Source: an optimization exercise on an open RTL-to-GDS flow (aim: small area). Production flows keep margins and buffers that such runs may drop. Only simulation tests tie the RTL to the original design; equivalence was not proved. No activity file was given, so power comes from the tool's default toggle rates.

// sprite_display_top
module sprite_display_top (
	input  wire         CLK,
	input  wire         RESET,
	input  wire         avl_cs,
	input  wire         avl_read,
	input  wire         avl_write,
	input  wire [3:0]   avl_byte_en,
	input  wire [8:0]   avl_addr,
	input  wire [31:0]  avl_writedata,
	output logic [31:0] readdata,
	output logic [3:0]  red,
	output logic [3:0]  green,
	output logic [3:0]  blue,
	output logic        hs,
	output logic        vs,
	output logic        blank,
	output logic        pixel_clk
);
==> module object_scanner, before the edit <==
module object_scanner (
	input  wire [9:0]   draw_x,
	input  wire [9:0]   draw_y,
	input  wire [255:0] objects,   
	output logic [3:0]  idx_next
);
	function automatic logic in_span(
		input logic [9:0] p,
		input logic [9:0] o,
		input logic [1:0] k
	);
		logic [10:0] b;
		logic [9:0]  x;
		logic [9:0]  z;
		b[0] = 1'b0;
		for (int i = 0; i < 3; i++) begin
			x[i]   = p[i] ^ o[i];
			z[i]   = 1'b0;
			b[i+1] = o[i] ? (~p[i] | b[i]) : (~p[i] & b[i]);
		end
		for (int i = 3; i < 10; i++) begin
			x[i]   = p[i] ^ o[i];
			z[i]   = (x[i] == b[i]);
			b[i+1] = (~p[i] & o[i]) | (~x[i] & b[i]);
		end
		in_span = !b[10] && ((z[9:3] | (7'b0000111 >> (2'd3 - k))) == 7'h7f);
	endfunction
	function automatic logic obj_covers(
		input logic [31:0] obj,
		input logic [9:0]  px,
		input logic [9:0]  py
	);
		obj_covers = (obj[31:26] != 6'd0) && (obj[5:2] != 4'd15) &&
			in_span(px, obj[25:16], obj[27:26]) && in_span(py, obj[15:6], obj[27:26]);
	endfunction
	localparam logic [31:0] OBJ_INV = 32'h021E_8780;
	always_comb begin
		idx_next = 4'd15;
		for (int i = 7; i >= 0; i--) begin
			if (obj_covers(objects[i*32 +: 32] ^ OBJ_INV, draw_x, draw_y)) idx_next = objects[i*32 + 2 +: 4];
		end
	end
endmodule
==> module onehot_or_inv, before the edit <==
module onehot_or_inv (
	input  wire [16:0] sel,
	input  wire [16:0] d,
	input  wire        obj_any,
	output logic       y
);
	logic [5:0] t;
	logic       nv;
	aoi222 u0 (.a0(sel[0]), .b0(d[0]), .a1(sel[1]), .b1(d[1]), .a2(sel[2]), .b2(d[2]), .y(t[0]));
	aoi222 u1 (.a0(sel[3]), .b0(d[3]), .a1(sel[4]), .b1(d[4]), .a2(sel[5]), .b2(d[5]), .y(t[1]));
	aoi22  u2 (.a0(sel[6]), .b0(d[6]), .a1(sel[7]), .b1(d[7]), .y(t[2]));
	aoi222 u3 (.a0(sel[8]), .b0(d[8]), .a1(sel[9]), .b1(d[9]), .a2(sel[10]), .b2(d[10]), .y(t[3]));
	aoi222 u4 (.a0(sel[11]), .b0(d[11]), .a1(sel[12]), .b1(d[12]), .a2(sel[13]), .b2(d[13]), .y(t[4]));
	aoi222 u5 (.a0(sel[14]), .b0(d[14]), .a1(sel[15]), .b1(d[15]), .a2(sel[16]), .b2(d[16]), .y(t[5]));
	assign nv = ~(obj_any & t[0] & t[1] & t[2]);
	assign y  = ~(nv & t[3] & t[4] & t[5]);
endmodule
==> module sprite_display_top, before the edit <==
module sprite_display_top (
	input  wire         CLK,
	input  wire         RESET,
	input  wire         avl_cs,
	input  wire         avl_read,
	input  wire         avl_write,
	input  wire [3:0]   avl_byte_en,
	input  wire [8:0]   avl_addr,
	input  wire [31:0]  avl_writedata,
	output logic [31:0] readdata,
	output logic [3:0]  red,
	output logic [3:0]  green,
	output logic [3:0]  blue,
	output logic        hs,
	output logic        vs,
	output logic        blank,
	output logic        pixel_clk
);
	logic [3:0]   widx;
	logic [31:0]  words [16];
	logic [255:0] objects;
	logic [255:0] palette;
	assign widx = {avl_addr[8], avl_addr[2:0]};
	localparam logic [31:0] OBJ_INV = 32'h021E_8780;
	logic [31:0] wdata;
	logic [31:0] wdata_obj;
	logic [15:0] wsel;
	logic [3:0]  lsel;
	assign wdata     = avl_writedata & {32{~RESET}};
	assign wdata_obj = wdata ^ OBJ_INV;
	assign lsel  = avl_byte_en | {4{RESET}};
	for (genvar w = 0; w < 16; w++) begin : g_word
		assign wsel[w] = RESET | (avl_cs & avl_write & (widx == w));
		for (genvar b = 0; b < 4; b++) begin : g_lane
			always_ff @(posedge CLK) begin
				if (wsel[w] & lsel[b]) words[w][b*8 +: 8] <= (w < 8) ? wdata_obj[b*8 +: 8] : wdata[b*8 +: 8];
			end
		end
		if (w < 8) begin : g_obj
			assign objects[w*32 +: 32] = words[w];
		end else begin : g_pal
			assign palette[(w-8)*32 +: 32] = words[w];
		end
	end
	logic [16:0] rsel;
	logic        robj;
	logic [31:0] rd_next;
	always_comb begin
		for (int w = 0; w < 16; w++) begin
			rsel[w] = ~RESET & avl_cs & avl_read & (widx == w);
		end
		rsel[16] = ~RESET & ~(avl_cs & avl_read);
		robj     = |rsel[7:0];
	end
	for (genvar i = 0; i < 32; i++) begin : g_rd
		logic [16:0] d;
		for (genvar w = 0; w < 16; w++) begin : g_w
			assign d[w] = words[w][i];
		end
		assign d[16] = readdata[i];
		if (OBJ_INV[i]) begin : g_inv
			onehot_or_inv u_or (.sel(rsel), .d(d), .obj_any(robj), .y(rd_next[i]));
		end else begin : g_pos
			onehot_or #(.N(17)) u_or (.sel(rsel), .d(d), .y(rd_next[i]));
		end
	end
	always_ff @(posedge CLK) begin
		readdata <= rd_next;
	end
	logic       pix_phase;
	logic [9:0] draw_x;
	logic [9:0] draw_y;
	assign pixel_clk = pix_phase;
	logic line_end;
	assign line_end = pix_phase & (draw_x == 10'd799);
	always_ff @(posedge CLK) begin
		if (RESET | line_end) begin
			{draw_x, pix_phase} <= '0;
		end else begin
			{draw_x, pix_phase} <= {draw_x, pix_phase} + 11'd1;
		end
	end
	always_ff @(posedge CLK) begin
		if (RESET) begin
			draw_y <= '0;
		end else if (line_end) begin
			if (draw_y == 10'd524) draw_y <= '0;
			else draw_y <= draw_y + 1'b1;
		end
	end
	logic vis1;
	logic top1;
	vga_timing i_vga_timing (
		.draw_x(draw_x),
		.draw_y(draw_y),
		.vis1  (vis1),
		.top1  (top1),
		.hs    (hs),
		.vs    (vs),
		.blank (blank)
	);
	logic [3:0] idx_next;
	logic [3:0] idx;
	object_scanner i_scanner (
		.draw_x  (draw_x),
		.draw_y  (draw_y),
		.objects (objects),
		.idx_next(idx_next)
	);
	always_ff @(posedge CLK) begin
		if (pix_phase) idx <= idx_next;
	end
	logic [15:0] csel;
	logic        load;
	logic [11:0] rgb;
	logic [11:0] rgb_next;
	assign load = ~RESET & pix_phase & vis1;
	always_comb begin
		for (int j = 0; j < 15; j++) begin
			csel[j] = load & ((idx == j) ||
				(j == 7 && idx == 4'd15 && top1) || (j == 3 && idx == 4'd15 && !top1));
		end
		csel[15] = ~RESET & ~pix_phase;
	end
	for (genvar i = 0; i < 12; i++) begin : g_rgb
		logic [15:0] d;
		for (genvar j = 0; j < 15; j++) begin : g_j
			assign d[j] = palette[(j/2)*32 + ((j % 2 == 1) ? 13 : 1) + i];
		end
		assign d[15] = rgb[i];
		onehot_or #(.N(16)) u_or (.sel(csel), .d(d), .y(rgb_next[i]));
	end
	always_ff @(posedge CLK) begin
		rgb <= rgb_next;
	end
	assign red   = rgb[11:8];
	assign green = rgb[7:4];
	assign blue  = rgb[3:0];
endmodule
export LEC_CHECK = 0
export CAP_MARGIN = 20
export CORE_MARGIN = 2
export CORE_UTILIZATION = 55
export PLACE_DENSITY = 0.7
export SLEW_MARGIN = 20
export SYNTH_HIERARCHICAL = 1
create_clock -name core_clock -period 8.0 [get_ports {CLK}]
standard.sh (not shown) runs the stock make flow with config.mk's settings and CLKGATE_MAP_FILE= SYNTH_SCRIPT=/design/flow/synth_recipe.tcl, a recipe that flattens the netlist after the stock synthesis.
==> flow/flow/run.sh <==
#!/bin/bash
# the standard layout, with an area-oriented abc mapping script (registers untouched),
# single-drive port buffers and a smaller clock tree
set -euo pipefail
here=$(pwd)
export FLOW_SYNTH_TCL=$here/synth_recipe.tcl
export MY_ABC_SCRIPT=$here/flow/area.abc
bash standard.sh \
  "SYNTH_SCRIPT=$here/flow/my_synth.tcl" \
  "BUFFER_PORTS_ARGS=-buffer_cell sky130_fd_sc_hd__buf_1" \
  "CTS_ARGS=-sink_clustering_enable -repair_clock_nets -buf_list sky130_fd_sc_hd__clkbuf_16 -sink_clustering_size 28 -sink_clustering_max_diameter 150 -dont_use_dummy_load" \
  finish > standard.log 2>&1
==> flow/flow/area.abc <==
&get -n
&st
&dch
&nf -R 1000 -E 20
&st
&syn2
&if -g -K 6
&synch2
&nf -R 1000 -E 20
&st
&syn2
&if -g -K 6
&synch2
&nf -R 1000 -E 20
&put
==> flow/flow/my_synth.tcl <==
# The standard flow's synthesis script, with ORFS's abc call given this folder's abc script
set f [open $::env(FLOW_SYNTH_TCL)]; set my_txt [read $f]; close $f
set f [open $::env(SCRIPTS_DIR)/synth.tcl]; set synth_txt [read $f]; close $f
set synth_txt [string map [list {log_cmd abc {*}$abc_args} "lset abc_args 1 $::env(MY_ABC_SCRIPT); log_cmd abc {*}\$abc_args"] $synth_txt]
set my_txt [string map [list {source $::env(SCRIPTS_DIR)/synth.tcl} $synth_txt] $my_txt]
eval $my_txt
==> next run, changes <==
--- a/flow/design.v
+++ b/flow/design.v
@@ -46,9 +46,9 @@
 `timescale 1ns/1ps
 module object_scanner (
 	input  wire [9:0]   draw_x,
 	input  wire [9:0]   draw_y,
-	input  wire [255:0] objects,   
+	input  wire [255:0] objects,
 	output logic [3:0]  idx_next
 );
 	function automatic logic in_span(
 		input logic [9:0] p,
@@ -78,13 +78,12 @@
 	);
 		obj_covers = (obj[31:26] != 6'd0) && (obj[5:2] != 4'd15) &&
 			in_span(px, obj[25:16], obj[27:26]) && in_span(py, obj[15:6], obj[27:26]);
 	endfunction
-	localparam logic [31:0] OBJ_INV = 32'h021E_8780;
 	always_comb begin
 		idx_next = 4'd15;
 		for (int i = 7; i >= 0; i--) begin
-			if (obj_covers(objects[i*32 +: 32] ^ OBJ_INV, draw_x, draw_y)) idx_next = objects[i*32 + 2 +: 4];
+			if (obj_covers(objects[i*32 +: 32], draw_x, draw_y)) idx_next = objects[i*32 + 2 +: 4];
 		end
 	end
 endmodule
 `default_nettype wire
@@ -109,25 +108,8 @@
 			assign t[g] = ~(sel[3*g] & d[3*g]);
 		end
 	end
 	assign y = ~&t;
-endmodule
-module onehot_or_inv (
-	input  wire [16:0] sel,
-	input  wire [16:0] d,
-	input  wire        obj_any,
-	output logic       y
-);
-	logic [5:0] t;
-	logic       nv;
-	aoi222 u0 (.a0(sel[0]), .b0(d[0]), .a1(sel[1]), .b1(d[1]), .a2(sel[2]), .b2(d[2]), .y(t[0]));
-	aoi222 u1 (.a0(sel[3]), .b0(d[3]), .a1(sel[4]), .b1(d[4]), .a2(sel[5]), .b2(d[5]), .y(t[1]));
-	aoi22  u2 (.a0(sel[6]), .b0(d[6]), .a1(sel[7]), .b1(d[7]), .y(t[2]));
-	aoi222 u3 (.a0(sel[8]), .b0(d[8]), .a1(sel[9]), .b1(d[9]), .a2(sel[10]), .b2(d[10]), .y(t[3]));
-	aoi222 u4 (.a0(sel[11]), .b0(d[11]), .a1(sel[12]), .b1(d[12]), .a2(sel[13]), .b2(d[13]), .y(t[4]));
-	aoi222 u5 (.a0(sel[14]), .b0(d[14]), .a1(sel[15]), .b1(d[15]), .a2(sel[16]), .b2(d[16]), .y(t[5]));
-	assign nv = ~(obj_any & t[0] & t[1] & t[2]);
-	assign y  = ~(nv & t[3] & t[4] & t[5]);
 endmodule
 `default_nettype wire
 `default_nettype none
 `timescale 1ns/1ps
@@ -153,21 +135,18 @@
 	logic [31:0]  words [16];
 	logic [255:0] objects;
 	logic [255:0] palette;
 	assign widx = {avl_addr[8], avl_addr[2:0]};
-	localparam logic [31:0] OBJ_INV = 32'h021E_8780;
 	logic [31:0] wdata;
-	logic [31:0] wdata_obj;
 	logic [15:0] wsel;
 	logic [3:0]  lsel;
-	assign wdata     = avl_writedata & {32{~RESET}};
-	assign wdata_obj = wdata ^ OBJ_INV;
+	assign wdata = avl_writedata & {32{~RESET}};
 	assign lsel  = avl_byte_en | {4{RESET}};
 	for (genvar w = 0; w < 16; w++) begin : g_word
 		assign wsel[w] = RESET | (avl_cs & avl_write & (widx == w));
 		for (genvar b = 0; b < 4; b++) begin : g_lane
 			always_ff @(posedge CLK) begin
-				if (wsel[w] & lsel[b]) words[w][b*8 +: 8] <= (w < 8) ? wdata_obj[b*8 +: 8] : wdata[b*8 +: 8];
+				if (wsel[w] & lsel[b]) words[w][b*8 +: 8] <= wdata[b*8 +: 8];
 			end
 		end
 		if (w < 8) begin : g_obj
 			assign objects[w*32 +: 32] = words[w];
@@ -175,28 +154,22 @@
 			assign palette[(w-8)*32 +: 32] = words[w];
 		end
 	end
 	logic [16:0] rsel;
-	logic        robj;
 	logic [31:0] rd_next;
 	always_comb begin
 		for (int w = 0; w < 16; w++) begin
 			rsel[w] = ~RESET & avl_cs & avl_read & (widx == w);
 		end
 		rsel[16] = ~RESET & ~(avl_cs & avl_read);
-		robj     = |rsel[7:0];
 	end
 	for (genvar i = 0; i < 32; i++) begin : g_rd
 		logic [16:0] d;
 		for (genvar w = 0; w < 16; w++) begin : g_w
 			assign d[w] = words[w][i];
 		end
 		assign d[16] = readdata[i];
-		if (OBJ_INV[i]) begin : g_inv
-			onehot_or_inv u_or (.sel(rsel), .d(d), .obj_any(robj), .y(rd_next[i]));
-		end else begin : g_pos
-			onehot_or #(.N(17)) u_or (.sel(rsel), .d(d), .y(rd_next[i]));
-		end
+		onehot_or #(.N(17)) u_or (.sel(rsel), .d(d), .y(rd_next[i]));
 	end
 	always_ff @(posedge CLK) begin
 		readdata <= rd_next;
 	end
After rerunning: Setup slack gains 0.37 ns; clock-buffer cell count stays the same; sequential cell count does not change; cell count goes up by 0.62%; sequential power is about the same; sequential share of layout area goes down by 0.51 points; area after synthesis goes up by 0.60%; hold slack gains 0.019 ns.


Another version of the RTL of sprite_display_top (not shown whole).
Size: about 1700 cells after synthesis, roughly 580 flip-flops, about 0.026 mm2 of cells after synthesis.
==> module object_scanner, before the edit <==
module object_scanner (
	input  wire [9:0]   draw_x,
	input  wire [9:0]   draw_y,
	input  wire [255:0] objects,
	output logic [3:0]  idx_next
);
	function automatic logic in_span(
		input logic [9:0] p,
		input logic [9:0] o,
		input logic [1:0] k
	);
		logic [10:0] b;
		logic [9:0]  x;
		logic [9:0]  z;
		b[0] = 1'b0;
		for (int i = 0; i < 10; i++) begin
			x[i]   = p[i] ^ o[i];
			z[i]   = (x[i] == b[i]);
			b[i+1] = (~p[i] & o[i]) | (~x[i] & b[i]);
		end
		in_span = !b[10] && ((z[9:3] | (7'b0000111 >> (2'd3 - k))) == 7'h7f);
	endfunction
	function automatic logic obj_covers(
		input logic [31:0] obj,
		input logic [9:0]  px,
		input logic [9:0]  py
	);
		obj_covers = (obj[31:26] != 6'd0) && (obj[5:2] != 4'd15) &&
			in_span(px, obj[25:16], obj[27:26]) && in_span(py, obj[15:6], obj[27:26]);
	endfunction
	always_comb begin
		idx_next = 4'd15;
		for (int i = 7; i >= 0; i--) begin
			if (obj_covers(objects[i*32 +: 32], draw_x, draw_y)) idx_next = objects[i*32 + 2 +: 4];
		end
	end
endmodule
clock: 8.0 ns
lec_check: 0
cap_margin: 20
core_margin: 2
core_utilization: 40
place_density: 0.6
slew_margin: 20
synth_hierarchical: 1
Scripts as last shown in full above: flow/flow/run.sh, flow/flow/area.abc, flow/flow/my_synth.tcl
Then changed:
--- a/flow/design.v
+++ b/flow/design.v
@@ -56,13 +56,18 @@
 		input logic [1:0] k
 	);
 		logic [10:0] b;
 		logic [9:0]  x;
 		logic [9:0]  z;
 		b[0] = 1'b0;
-		for (int i = 0; i < 10; i++) begin
+		for (int i = 0; i < 3; i++) begin
+			x[i]   = p[i] ^ o[i];
+			z[i]   = 1'b0;
+			b[i+1] = o[i] ? (~p[i] | b[i]) : (~p[i] & b[i]);
+		end
+		for (int i = 3; i < 10; i++) begin
 			x[i]   = p[i] ^ o[i];
 			z[i]   = (x[i] == b[i]);
 			b[i+1] = (~p[i] & o[i]) | (~x[i] & b[i]);
 		end
 		in_span = !b[10] && ((z[9:3] | (7'b0000111 >> (2'd3 - k))) == 7'h7f);
 	endfunction
Result: The changed run finished clean. Flip-flop and latch count does not change. Die area goes down by 0.64%. Hold slack gets better by 12 ps. Wire length climbs by 5.7%. Synthesized cell count rises by 0.36%. Cell area is about the same. Sequential power hardly moves. Fmax is higher by 9.4%. Synthesized area is lower by 0.65%. Clock-buffer cell count does not change. Global-route usage came out higher by 1.4 points.

[port drivers added, routing unchanged]
The results above use ideal ports. As a check the final layouts listed here were re-extracted and re-timed, cells and wires unchanged. Step 1: set_driving_cell puts a clkbuf_16 on CLK and a buf_2 on each other input, an assumption about the parent block. Step 2 moves the port delays by t, midway between the first and last clock arrival at a register: inputs arrive t later, outputs are due t later. That takes back most of the time a late clock gives input paths. Slacks: ideal / step 1 / step 2; pairs: ideal / step 1.
| run | t (ns) | setup WS [ns] | worst setup path at the end | slew at the worst register clock pin (ns) | cell pins on the clock port's net |
|---|---|---|---|---|---|
| the first run of note 1 | 0.644 | 1.410 / 1.410 / 1.410 | register to register | 0.11 / 0.11 | 1 |
| the second run of note 1 | 0.645 | 1.782 / 1.782 / 1.782 | register to register | 0.12 / 0.12 | 1 |
| the first run of note 2 | 0.647 | 1.452 / 1.452 / 1.452 | register to register | 0.12 / 0.12 | 1 |
| the second run of note 2 | 0.658 | 2.017 / 2.017 / 2.017 | register to register | 0.12 / 0.12 | 1 |
After both steps every run listed still meets setup and hold.
